What follows belongs to an exercise in optimizing a design on an open flow for small area and a short achievable clock period; a production flow would make more cautious choices. No functional check of the RTL was part of any run shown here. Power figures rest on the tool's default switching activity, not on a simulated workload.

--- flow/run.sh ---
#!/bin/bash
# synth_recipe.tcl (not shown) runs the flow's synth.tcl, then flattens the netlist and writes it again
# the make line also repeats each setting of config.mk as NAME=value (left out here)
make -C /OpenROAD-flow-scripts/flow DESIGN_CONFIG=/design/flow/config.mk WORK_HOME=/design/flow/orfs CLKGATE_MAP_FILE= SYNTH_SCRIPT=/design/flow/synth_recipe.tcl finish
--- flow/config.mk ---
export PLATFORM = sky130hd
export DESIGN_NAME = letter_tx_queue
export DESIGN_NICKNAME = letter_tx_queue
export VERILOG_FILES = /design/flow/design.v
export SDC_FILE = /design/flow/constraint.sdc
export NUM_CORES = 4
export LEC_CHECK = 0
export CAP_MARGIN = 20
export CORE_MARGIN = 2
export CORE_UTILIZATION = 55
export SETUP_SLACK_MARGIN = 2.7
export SLEW_MARGIN = 20
export SYNTH_MEMORY_MAX_BITS = 8192
--- flow/constraint.sdc ---
create_clock -name core_clock -period 5.8 [get_ports {clk_in}]
set_input_delay 1.1600 -clock core_clock [delete_from_list [all_inputs] [get_ports {clk_in}]]
set_output_delay 1.1600 -clock core_clock [all_outputs]
set_load 0.01 [all_outputs]
--- flow/design.v ---
module letter_tx_queue #(
    parameter int unsigned WIDTH        = 5,
    parameter int unsigned DEPTH        = 1000,
    parameter int unsigned OVERWRITE    = 0,
    parameter int unsigned BUSY_TIMEOUT = 1000
) (
    input  logic                       clk_in,
    input  logic                       rst_in,
    input  logic                       flush_in,
    input  logic                       data_valid_in,
    input  logic [WIDTH-1:0]           data_in,
    input  logic                       tx_busy_in,
    output logic                       tx_valid_out,
    output logic [WIDTH-1:0]           tx_data_out,
    output logic                       full_out,
    output logic                       empty_out,
    output logic [$clog2(DEPTH+1)-1:0] count_out,
    output logic                       overflow_out,
    output logic                       timeout_out
);
    localparam int unsigned CNT_W = $clog2(DEPTH + 1);
    localparam int unsigned TMR_W = $clog2(BUSY_TIMEOUT + 1);
    localparam int unsigned RL    = 20;              
    localparam int unsigned PD    = 5;               
    localparam int unsigned NR    = DEPTH / RL;      
    localparam int unsigned SW    = $clog2(RL);
    localparam int unsigned GW    = (NR > 1) ? $clog2(NR) : 1;
    localparam int unsigned MW    = (PD > 1) ? $clog2(PD) : 1;
    localparam int unsigned NW    = $clog2(PD + 1);
    localparam int unsigned TGW   = (GW > 4) ? 4 : GW;
    localparam int unsigned TG    = 2 ** TGW;
    localparam int unsigned NTG   = (NR + TG - 1) / TG;
    localparam int unsigned THW   = (NTG > 1) ? $clog2(NTG) : 1;
    localparam int unsigned WLW   = GW / 2;
    localparam int unsigned WL    = 2 ** WLW;
    localparam int unsigned NWH   = (NR + WL - 1) / WL;
    typedef enum logic [2:0] {IDLE, FETCH, ISSUE, WAIT_BUSY, WAIT_DONE} state_t;
    state_t           state_q, state_next;
    logic [TMR_W-1:0] timer_q;
    logic [CNT_W-1:0] count_next;
    logic             full_next, empty_next;
    logic             pop_c, push_c, drop_c, timeout_c;
    logic [SW-1:0]    ph_q;                  
    logic [GW-1:0]    wr_g_q;                
    logic [SW-1:0]    wr_s_q;
    logic [GW-1:0]    wp_g_q;                
    logic [GW-1:0]    fp_g_q;                
    logic [SW-1:0]    fp_s_q;
    logic             fvis_q;                
    logic [MW-1:0]    rd_m_q;                
    logic [NW-1:0]    npf_q;                 
    logic [RL-1:0][WIDTH-1:0] pb_q;          
    logic [RL-1:0]            pv_q;          
    logic [PD-1:0][WIDTH-1:0] pf_q;          
    logic [NWH-1:0]   wsh_q;                 
    logic [WL-1:0]    wsl_q;                 
    logic [WIDTH-1:0] wd_q;
    logic                       tv_q;
    logic [MW-1:0]              tm_q;
    logic [THW-1:0]             th_q;
    logic [NTG-1:0][WIDTH-1:0]  tp_q;
    logic [RL-1:0][NR-1:0][WIDTH-1:0] ring_q;
    logic [SW-1:0]    ph_next;
    logic [RL-1:0]    pv_next;
    logic [GW-1:0]    wp_g_next;
    logic             fpend_c, fetch_c, tfetch_c, pfetch_c;
    logic [MW-1:0]    fp_m_c;
    logic [NTG-1:0][WIDTH-1:0] tp_c;
    always_comb begin
        state_next = state_q;
        timeout_c  = 1'b0;
        pop_c      = 1'b0;
        unique case (state_q)
            IDLE:      if (!empty_out) state_next = FETCH;
            FETCH:     state_next = ISSUE;
            ISSUE: begin
                pop_c      = 1'b1;
                state_next = WAIT_BUSY;
            end
            WAIT_BUSY: begin
                if (tx_busy_in) begin
                    state_next = WAIT_DONE;
                end else if (timer_q >= TMR_W'(BUSY_TIMEOUT - 1)) begin
                    timeout_c  = 1'b1;
                    state_next = IDLE;
                end
            end
            WAIT_DONE: if (!tx_busy_in) state_next = IDLE;
            default:   state_next = IDLE;
        endcase
        push_c = data_valid_in && (!full_out || pop_c);
        drop_c = data_valid_in && full_out && !pop_c;
        if (push_c && !pop_c) begin
            count_next = count_out + CNT_W'(1);
            full_next  = (count_out == CNT_W'(DEPTH - 1));
            empty_next = 1'b0;
        end else if (!push_c && pop_c) begin
            count_next = count_out - CNT_W'(1);
            full_next  = 1'b0;
            empty_next = (count_out == CNT_W'(1));
        end else begin
            count_next = count_out;
            full_next  = full_out;
            empty_next = empty_out;
        end
    end
    always_comb begin
        ph_next   = (ph_q == SW'(RL - 1)) ? '0 : ph_q + SW'(1);
        pv_next   = pv_q;
        wp_g_next = wp_g_q;
        for (int k = 0; k < RL; k++) begin
            if (push_c && wr_s_q == SW'(k)) pv_next[k] = 1'b1;
            else if (wsh_q != '0 && ph_q == SW'(k)) pv_next[k] = 1'b0;
        end
        if (wsh_q != '0 && ph_q == SW'(RL - 1))
            wp_g_next = (wp_g_q == GW'(NR - 1)) ? '0 : wp_g_q + GW'(1);
        if (flush_in) begin
            pv_next   = '0;
            wp_g_next = '0;
        end
    end
    always_comb begin
        fpend_c  = pv_q[fp_s_q] && (count_out <= CNT_W'(RL) + CNT_W'(npf_q));
        fetch_c  = (npf_q < NW'(PD)) && (count_out != CNT_W'(npf_q)) && (fpend_c || fvis_q);
        pfetch_c = fetch_c && fpend_c;
        tfetch_c = fetch_c && !fpend_c;
        fp_m_c   = MW'(fp_s_q % SW'(PD));
        for (int h = 0; h < NTG; h++) begin
            tp_c[h] = '0;
            for (int i = 0; i < TG; i++)
                if (h * TG + i < NR && fp_g_q[TGW-1:0] == TGW'(i)) tp_c[h] = ring_q[0][h * TG + i];
        end
    end
    always_ff @(posedge clk_in or negedge rst_in) begin
        if (!rst_in) begin
            state_q      <= IDLE;
            ph_q         <= '0;
            wr_g_q       <= '0;
            wr_s_q       <= '0;
            wp_g_q       <= '0;
            fp_g_q       <= '0;
            fp_s_q       <= '0;
            fvis_q       <= 1'b0;
            rd_m_q       <= '0;
            npf_q        <= '0;
            pv_q         <= '0;
            wsh_q        <= '0;
            wsl_q        <= '0;
            tv_q         <= 1'b0;
            timer_q      <= '0;
            count_out    <= '0;
            full_out     <= 1'b0;
            empty_out    <= 1'b1;
            tx_valid_out <= 1'b0;
            tx_data_out  <= '0;
            overflow_out <= 1'b0;
            timeout_out  <= 1'b0;
        end else begin
            ph_q   <= ph_next;
            pv_q   <= pv_next;
            wp_g_q <= wp_g_next;
            for (int h = 0; h < NWH; h++)
                wsh_q[h] <= pv_next[ph_next] && (wp_g_next / GW'(WL) == GW'(h));
            for (int l = 0; l < WL; l++)
                wsl_q[l] <= (wp_g_next % GW'(WL) == GW'(l));
            tv_q <= tfetch_c && !flush_in;
            if (flush_in) begin
                state_q      <= IDLE;
                wr_g_q       <= '0;
                wr_s_q       <= '0;
                fp_g_q       <= '0;
                fp_s_q       <= '0;
                fvis_q       <= (ph_q == '0);
                rd_m_q       <= '0;
                npf_q        <= '0;
                timer_q      <= '0;
                count_out    <= '0;
                full_out     <= 1'b0;
                empty_out    <= 1'b1;
                tx_valid_out <= 1'b0;
                overflow_out <= 1'b0;
                timeout_out  <= 1'b0;
            end else begin
                state_q <= state_next;
                if (push_c) begin
                    if (wr_s_q == SW'(RL - 1)) begin
                        wr_s_q <= '0;
                        wr_g_q <= (wr_g_q == GW'(NR - 1)) ? '0 : wr_g_q + GW'(1);
                    end else begin
                        wr_s_q <= wr_s_q + SW'(1);
                    end
                end
                if (fetch_c) begin
                    if (fp_s_q == SW'(RL - 1)) begin
                        fp_s_q <= '0;
                        fp_g_q <= (fp_g_q == GW'(NR - 1)) ? '0 : fp_g_q + GW'(1);
                    end else begin
                        fp_s_q <= fp_s_q + SW'(1);
                    end
                end else begin
                    fvis_q <= (fp_s_q == ph_q);
                end
                if (pop_c) rd_m_q <= (rd_m_q == MW'(PD - 1)) ? '0 : rd_m_q + MW'(1);
                npf_q <= npf_q + NW'(fetch_c) - NW'(pop_c);
                timer_q      <= (state_q == ISSUE || state_q == WAIT_BUSY) ? timer_q + TMR_W'(1) : '0;
                count_out    <= count_next;
                full_out     <= full_next;
                empty_out    <= empty_next;
                tx_valid_out <= (state_q == FETCH);
                if (state_q == FETCH) tx_data_out <= pf_q[rd_m_q];
                if (drop_c) overflow_out <= 1'b1;
                timeout_out  <= timeout_c;
            end
        end
    end
    always_ff @(posedge clk_in) begin
        for (int k = 0; k < RL; k++)
            if (wr_s_q == SW'(k)) pb_q[k] <= data_in;
        wd_q <= (wr_s_q == ph_next) ? data_in : pb_q[ph_next];
        tm_q <= fp_m_c;
        th_q <= THW'(fp_g_q >> TGW);
        tp_q <= tp_c;
        for (int m = 0; m < PD; m++) begin
            if (pfetch_c && fp_m_c == MW'(m)) pf_q[m] <= pb_q[fp_s_q];
            else if (tv_q && tm_q == MW'(m)) pf_q[m] <= tp_q[th_q];
        end
    end
    always_ff @(posedge clk_in) begin
        for (int g = 0; g < NR; g++) begin
            ring_q[0][g] <= (wsh_q[g / WL] && wsl_q[g % WL]) ? wd_q : ring_q[RL-1][g];
            for (int k = 1; k < RL; k++) ring_q[k][g] <= ring_q[k-1][g];
        end
    end
endmodule
==> results of run 1 <==
final timing paths:
check,start,to,slack [ns],cells after the start
worst min register to register,ring_q[3628],ring_q[3878],0.25,0
worst min-delay path,ring_q[3628],ring_q[3878],0.25,0
max in group asynchronous,rst_in,fp_s_q[1],4.19,2
worst max-delay path,fp_s_q[0],pf_q[8],2.62,15
worst max register to register,fp_s_q[0],pf_q[8],2.62,15
min in group asynchronous,rst_in,tx_valid_out,0.34,1
cells by family after synthesis:
group / Yosys count / share of synthesized area, %
and+or+nand+nor: 488 / 1.98
buffers and inverters: 173 / 0.615
muxes: 364 / 4.17
AOI/OAI and AO/OA: 340 / 1.98
adders and majority gates: 37 / 0.396
xor gates and xnor gates: 33 / 0.245
DFF: 5258 / 90.6
cell type report:
class	count	area, sq um
diodes	10	25.0
clock inverters	158	2040
repair inverters	1	8.76
fillers	14900	75100
multi-input cells	1262	11100
clock buffers	680	13800
well taps	2838	3550
flip-flops and latches	5258	107000
repair buffers	130	1100
inverters	42	193
cells in the final DEF (no fill, tap or decap), drive strengths merged, types with 20 or more instances in the layout:
| cell | netlist | routed |
|---|---|---|
| mux2 | 278 | 278 |
| o21ai | 44 | 44 |
| a21oi | 64 | 64 |
| edfxtp | 125 | 125 |
| o22ai | 44 | 44 |
| nor3 | 42 | 42 |
| nand3 | 43 | 43 |
| clkinvlp | 0 | 20 |
| a22oi | 46 | 46 |
| clkbuf | 104 | 680 |
| nor2b | 32 | 32 |
| dfxtp | 5030 | 5030 |
| bufinv | 0 | 45 |
| nor2 | 108 | 108 |
| inv | 39 | 44 |
| ha | 35 | 35 |
| dfrtp | 102 | 102 |
| clkinv | 3 | 92 |
| mux4 | 72 | 72 |
| nand2 | 159 | 159 |
| buf | 27 | 103 |
layer usage:
layer,routed length [um],GRT usage (%),vias to the layer above
met5,0,0,-
met4,5970,6.56,0
met3,9330,3.66,378
met2,86700,27.5,999
met1,96700,26.3,23100
li1,-,-,22900
critical path, cell delays in order (launching register included):
cell and delay, ns:
dfrtp_4 0.51, buf_6 0.14, inv_8 0.05, ha_4 0.12, nand3b_1 0.09, a21oi_2 0.19
a221oi_4 0.05, ha_2 0.18, or2_4 0.24, a31oi_4 0.16, and3_4 0.25, mux2i_4 0.32
inv_1 0.07, nand4_1 0.10, buf_6 0.15, mux2_4 0.30
per-stage QoR:
step,instances,power (W)
3_3_place_gp,9473,0.0383
3_5_place_dp,9479,0.0383
5_1_grt,10400,0.0710
2_1_floorplan,6693,0.0379
4_1_cts,10400,0.0693
6_report,10400,0.0687
registers in the layout, indices dropped and copies added (netlist names), 6 cells and up:
signal     flops
count_out     10
fp_g_q         6
timer_q       10
wp_g_q         6
ring_q      5000
tp_q          20
wsl_q          8
pb_q         100
pf_q          25
wsh_q          7
pv_q          20
timing repair:
item	4_1_cts	5_1_grt
gates resized for setup	113	49
pin swaps	20	17
gates cloned	2	0
buffers inserted	34	16
endpoints found under the setup margin	107	82
power by group through the flow:
stage          Clock (W)  Sequential [W]  Combinational, W
4_1_cts           0.0316          0.0365           0.00124
3_3_place_gp           0          0.0373           0.00104
2_1_floorplan          0          0.0372          0.000708
6_report          0.0309          0.0365           0.00131
5_1_grt           0.0331          0.0364           0.00141
3_5_place_dp           0          0.0373           0.00104
==> results.cfg, run 1 <==
[route]
drt_first_pass_iters = 6
viasPerCell = 4.57
first_iter_violations = 2674
wl_per_cell_um = 19.1
route.detailed.drc = 0
num_vias = 47400
wirelength_um = 199000
antenna_left = 0

[logic_synthesis]
syn_inst = 6693
syn_area_sq_mm = 0.118
synth.top_cell.area_share_pct = 85.2
yosysSeqAreaShare_pct = 90.6
ys_ff_latch = 5258
yosys_warnings = 1
yosysMostFrequentCell = dfxtp_1
synthArstFlopShare_pct = 1.96
syn_nets = 6739
synth_edf_count = 125
synth_top_area_cell = dfxtp_1
yosysUniqueCellTypes = 81
synth_common_cells = dfxtp_1, mux2_2, nand2_1, edfxtp_1, nor2_1
syn_area_per_cell_sq_um = 17.6
dominantRegCellSynth = dfxtp_1
post_synth_main_area_contributors = dfxtp_1, edfxtp_1, mux2_2

[clocking]
cts_tree = built
htreeDepth = 5
cts-buffers-inserted = 465
clkSlewWorstSetupHoldPaths_ns = 0.06
clk-insertion-delay-late_ns = 1.01
postCtsHoldBufs = 0
cts_sinks = 5258
clock_path_buffers = 4
clock-root-buffer = clkbuf_16

[final_layout]
nets = 7206
final_area_sq_mm = 0.139
post-route-util_pct = 64.9
drive_above_1_share_pct = 17.5
area_growth_pct = 17.6

[timing]
clock_skew_ns = 0.0877
fin_ws_ns = 2.62
whs_ns = 0.250
rsz0062_at_grt = true
setup_viol = 0
final-hold-violation-count = 0
fin_tns_setup_ns = 0
max_freq_mhz = 315
slew_viol_final = 0
tightest_slew_ns = 0.969
slew_headroom_pct = 35.4
min_period_ns = 3.18
finalCritPeriodShare_pct = 54.7

[critical_path]
arrival_ns = 3.85
worstSetupEndpointType = flop
path_class = reg -> reg
cp-start-kind = flop
cp_data_required_time_ns = 6.47
path_max_fanout = 6

[place]
place_hpwl_um = 119000
port_buffers = 29
place_ws_ns = 1.50
gp_congestion = 0.837
place_area_sq_mm = 0.122

[power]
combinationalPowerShare_pct = 1.9
max-vdd-ir-drop_v = 0.000375
swShare_pct = 19.4
leakage_nw = 55.8
switching_power_w = 0.0133
seqPwrFrac_pct = 53.1
powerDensity_mw_per_mm2 = 494
internal_power_w = 0.0554
clkPwrFrac_pct = 45.0

[global_route]
grt_pass1_wl_um = 296000
antenna_found_initial = 23
grt_max_degree = 66
track_usage_pct = 18.3
overflow = 0
grt_pass1_vias = 47500

[floorplanning]
start_util_pct = 55.2
num_rows = 170
num_io_pins = 30
coreArea_sq_mm = 0.214
die_area_sq_mm = 0.219
die_y_um = 467
die_w_um = 467

[flow_run]
cap_violations = 0

[worst_hold_path]
hp-class = reg -> reg

[run_status]
outcome = no timing/DRC/antenna violations
==> run 2, diff against run 1 <==
--- a/flow/config.mk
+++ b/flow/config.mk
@@ -5,9 +5,10 @@
 export SDC_FILE = /design/flow/constraint.sdc
 export NUM_CORES = 4
 export LEC_CHECK = 0
+export ABC_CLOCK_PERIOD_IN_PS = 2800
 export CAP_MARGIN = 20
 export CORE_MARGIN = 2
 export CORE_UTILIZATION = 55
-export SETUP_SLACK_MARGIN = 2.7
+export SETUP_SLACK_MARGIN = 3.0
 export SLEW_MARGIN = 20
 export SYNTH_MEMORY_MAX_BITS = 8192
==> run 2 against run 1 <==
  * Die area did not move
  * Count of clock-buffer cells in the layout fell by 25
  * Critical path depth shrank 1
  * Routed wire length rose by 1.6%
  * Critical path type unchanged
  * Non-clock buffer count up 51
  * Area after synthesis unchanged
  * Sequential share of layout area down 0.13 points
  * Via count grew 0.99%
  * Critical endpoint is now pf_q[7]
  * Setup slack improved by 0.023 ns
  * Register-to-register slack improved by 0.02 ns
  * Combinational power rose by 15%
  * Highest routed layer is now met5
  * Clock power is 2% lower
==> results.cfg, run 2 <==
[global_route]
overflow = 0
grt_pass1_vias = 47400
grt_max_degree = 58
grt_pass1_wl_um = 297000
track_usage_pct = 18.4
antenna_found_initial = 27

[logic_synthesis]
synth_top_area_cell = dfxtp_1
syn_nets = 6739
synth_fa_ha_area_share_pct = 0.396
synth_edf_count = 125
synthSimpleGateAreaFrac_pct = 1.98
synth_top_family_by_area = multiplexers
synth_compound_area_share_pct = 1.98
synthArstFlopShare_pct = 1.96
synth_xor_area_share_pct = 0.245
syn_inst = 6693
ys_ff_latch = 5258
synthMuxAreaShare_pct = 4.17
yosysSeqAreaShare_pct = 90.6
syn_area_per_cell_sq_um = 17.6
post_synth_main_area_contributors = dfxtp_1, edfxtp_1, mux2_2
synth.top_cell.area_share_pct = 85.2
yosysUniqueCellTypes = 81
yosys_warnings = 1
synth_common_cells = dfxtp_1, mux2_2, nand2_1, edfxtp_1, nor2_1
yosysMostFrequentCell = dfxtp_1
dominantRegCellSynth = dfxtp_1
syn_area_sq_mm = 0.118

[floorplanning]
num_io_pins = 30
die_area_sq_mm = 0.219
die_w_um = 467
coreArea_sq_mm = 0.214
num_rows = 170
start_util_pct = 55.2
die_y_um = 467

[timing]
whs_ns = 0.207
rsz0062_at_grt = true
clock_skew_ns = 0.0690
fin_tns_setup_ns = 0
min_period_ns = 3.15
final-hold-violation-count = 0
slew_viol_final = 0
tightest_slew_ns = 0.855
setup_viol = 0
max_freq_mhz = 317
finalCritPeriodShare_pct = 54.4
slew_headroom_pct = 43.0

[clocking]
clk-insertion-delay-late_ns = 1.00
cts-buffers-inserted = 465
htreeDepth = 5
clkSlewWorstSetupHoldPaths_ns = 0.07
clock_path_buffers = 4
clock-root-buffer = clkbuf_16
cts_tree = built
cts_sinks = 5258

[critical_path]
timing.rr.end = pf_q[7]
worstSetupEndpointType = flop
path_class = reg -> reg
path_max_fanout = 6
cp-start-kind = flop
ff2ff_setup_slack_ns = 2.65
cp_data_required_time_ns = 6.48
reg2reg_from = fp_s_q[0]
reg2regPathDepth = 14
arrival_ns = 3.84

[final_layout]
top_register = ring_q
largest_reg_flops = 5000
top_regs = ring_q (5000), pb_q (100), pf_q (25)
instances_no_fill = 10400
nets = 7259
area_growth_pct = 17.8
layout_commonest_cell = dfxtp_1
final_cell_mix = dfxtp_1, clkbuf_16, mux2_2
drive_above_1_share_pct = 18.7

[route]
wirelength_um = 202000
antenna_left = 0
drt_first_pass_iters = 6
first_iter_violations = 3092
route.detailed.drc = 0
num_vias = 47900
wl_per_cell_um = 19.4
viasPerCell = 4.59

[power]
total_power_w = 0.0683
switching_power_w = 0.0134
clkPwrFrac_pct = 44.4
internal_power_w = 0.0549
leakage_nw = 55.9
powerDensity_mw_per_mm2 = 491
max-vdd-ir-drop_v = 0.000361
combinationalPowerShare_pct = 2.2
swShare_pct = 19.6
seqPwrFrac_pct = 53.4

[run_status]
outcome = no timing/DRC/antenna violations

[worst_hold_path]
hp-class = in -> async

[flow_run]
cap_violations = 0

[place]
port_buffers = 29
place_inst = 9472
place_hpwl_um = 121000
gp_congestion = 0.845
## run 2: power groups by stage
stage / Combinational (W) / Clock (W) / Sequential [W]
2_1_floorplan: 0.000708 / 0 / 0.0372
3_3_place_gp: 0.00101 / 0 / 0.0373
4_1_cts: 0.00134 / 0.0311 / 0.0364
3_5_place_dp: 0.00101 / 0 / 0.0373
6_report: 0.00151 / 0.0304 / 0.0364
5_1_grt: 0.00162 / 0.0325 / 0.0364
## run 2: worst max path at each step
| stage | startpoint | end | slack [ns] | depth (start not counted) |
|---|---|---|---|---|
| 2_1_floorplan | fp_s_q[0] | pf_q[5] | 2.47 | 16 |
| 3_3_place_gp | fp_g_q[1] | tp_q[8] | 1.41 | 10 |
| 3_5_place_dp | fp_s_q[3] | pf_q[7] | 1.79 | 10 |
| 4_1_cts | fp_s_q[0] | pf_q[6] | 2.65 | 15 |
| 5_1_grt | fp_s_q[0] | pf_q[5] | 2.52 | 15 |
| 6_report | fp_s_q[0] | pf_q[7] | 2.65 | 14 |
## run 2: final cells by class
class / count / area (sq um)
Sequential cell: 5258 / 107000
Fill cell: 14800 / 74800
Clock buffer: 655 / 13300
Multi-Input combinational cell: 1262 / 11200
Tap cell: 2838 / 3550
Clock inverter: 180 / 2130
Timing Repair Buffer: 181 / 1640
Inverter: 42 / 205
Timing Repair inverter: 3 / 37.5
Antenna cell: 13 / 32.5
## run 2: cells by family after synthesis
group	after synthesis
DFF	5258
and+or+nand+nor	488
muxes	364
AOI/OAI and AO/OA	340
buffers and inverters	173
adders and majority gates	37
xor gates and xnor gates	33
## run 2: through the flow
stage               cell area (sq um)  util [%]  setup slack (ns)
finish                         139000      65.0              2.65
global placement               122000      56.9              1.41
detailed placement             122000      57.0              1.79
floorplan                      118000         -              2.47
CTS                            138000      64.7              2.65
global route                   139000      65.0              2.52
## run 2: repair_timing
action | CTS | global route
hold buffers | 0 | 0
setup buffers | 69 | 37
setup endpoints to repair | 136 | 96
resized for setup | 194 | 86
pin swaps | 25 | 31
cloned | 5 | 1
## run 2: critical path, cell delays in order, from the launching register on
cell	delay (ns)
dfrtp_4	0.51
buf_12	0.14
buf_4	0.12
buf_4	0.12
mux4_2	0.33
and2_4	0.15
a31oi_4	0.04
buf_4	0.15
buf_4	0.12
buf_4	0.13
a2111oi_4	0.27
buf_4	0.21
nand4_1	0.13
buf_6	0.18
mux2_4	0.29
## run 2: metal layers
layer | vias to the layer above | GRT usage, % | part of all wire (%)
met3 | 355 | 3.99 | 5.2
met4 | 2 | 6.02 | 2.4
met1 | 23400 | 26.5 | 48
li1 | 23000 | - | -
met2 | 1071 | 27.8 | 44
met5 | - | 0 | 0.0064

[static timing again, ports no longer ideal]
No port has a modelled driver above. Below, the same layouts with a new extraction and two added sets of constraints.
Step 1: set_driving_cell puts a clkbuf_16 on clk_in and a buf_2 on each other input, an assumption about the parent block.
Step 2 moves the port delays by t, midway between the first and last clock arrival at a register: inputs arrive t later, outputs are due t later. That takes back most of the time a late clock gives input paths.
Three values: no drivers, after step 1, after step 2; two values: the first two.
run	shift t [ns]	setup slack, ns	worst setup path after step 2	latest minus earliest clock arrival (ns)
run 1	1.043	2.625 / 2.625 / 1.915	input to register	0.104 / 0.104
run 2	1.051	2.647 / 2.647 / 2.433	input to register	0.078 / 0.078
After both steps setup and hold are still met in every run listed. The setup slack of run 1, which loses most, moves by 0.000 ns with the drivers and by -0.710 ns with both steps.
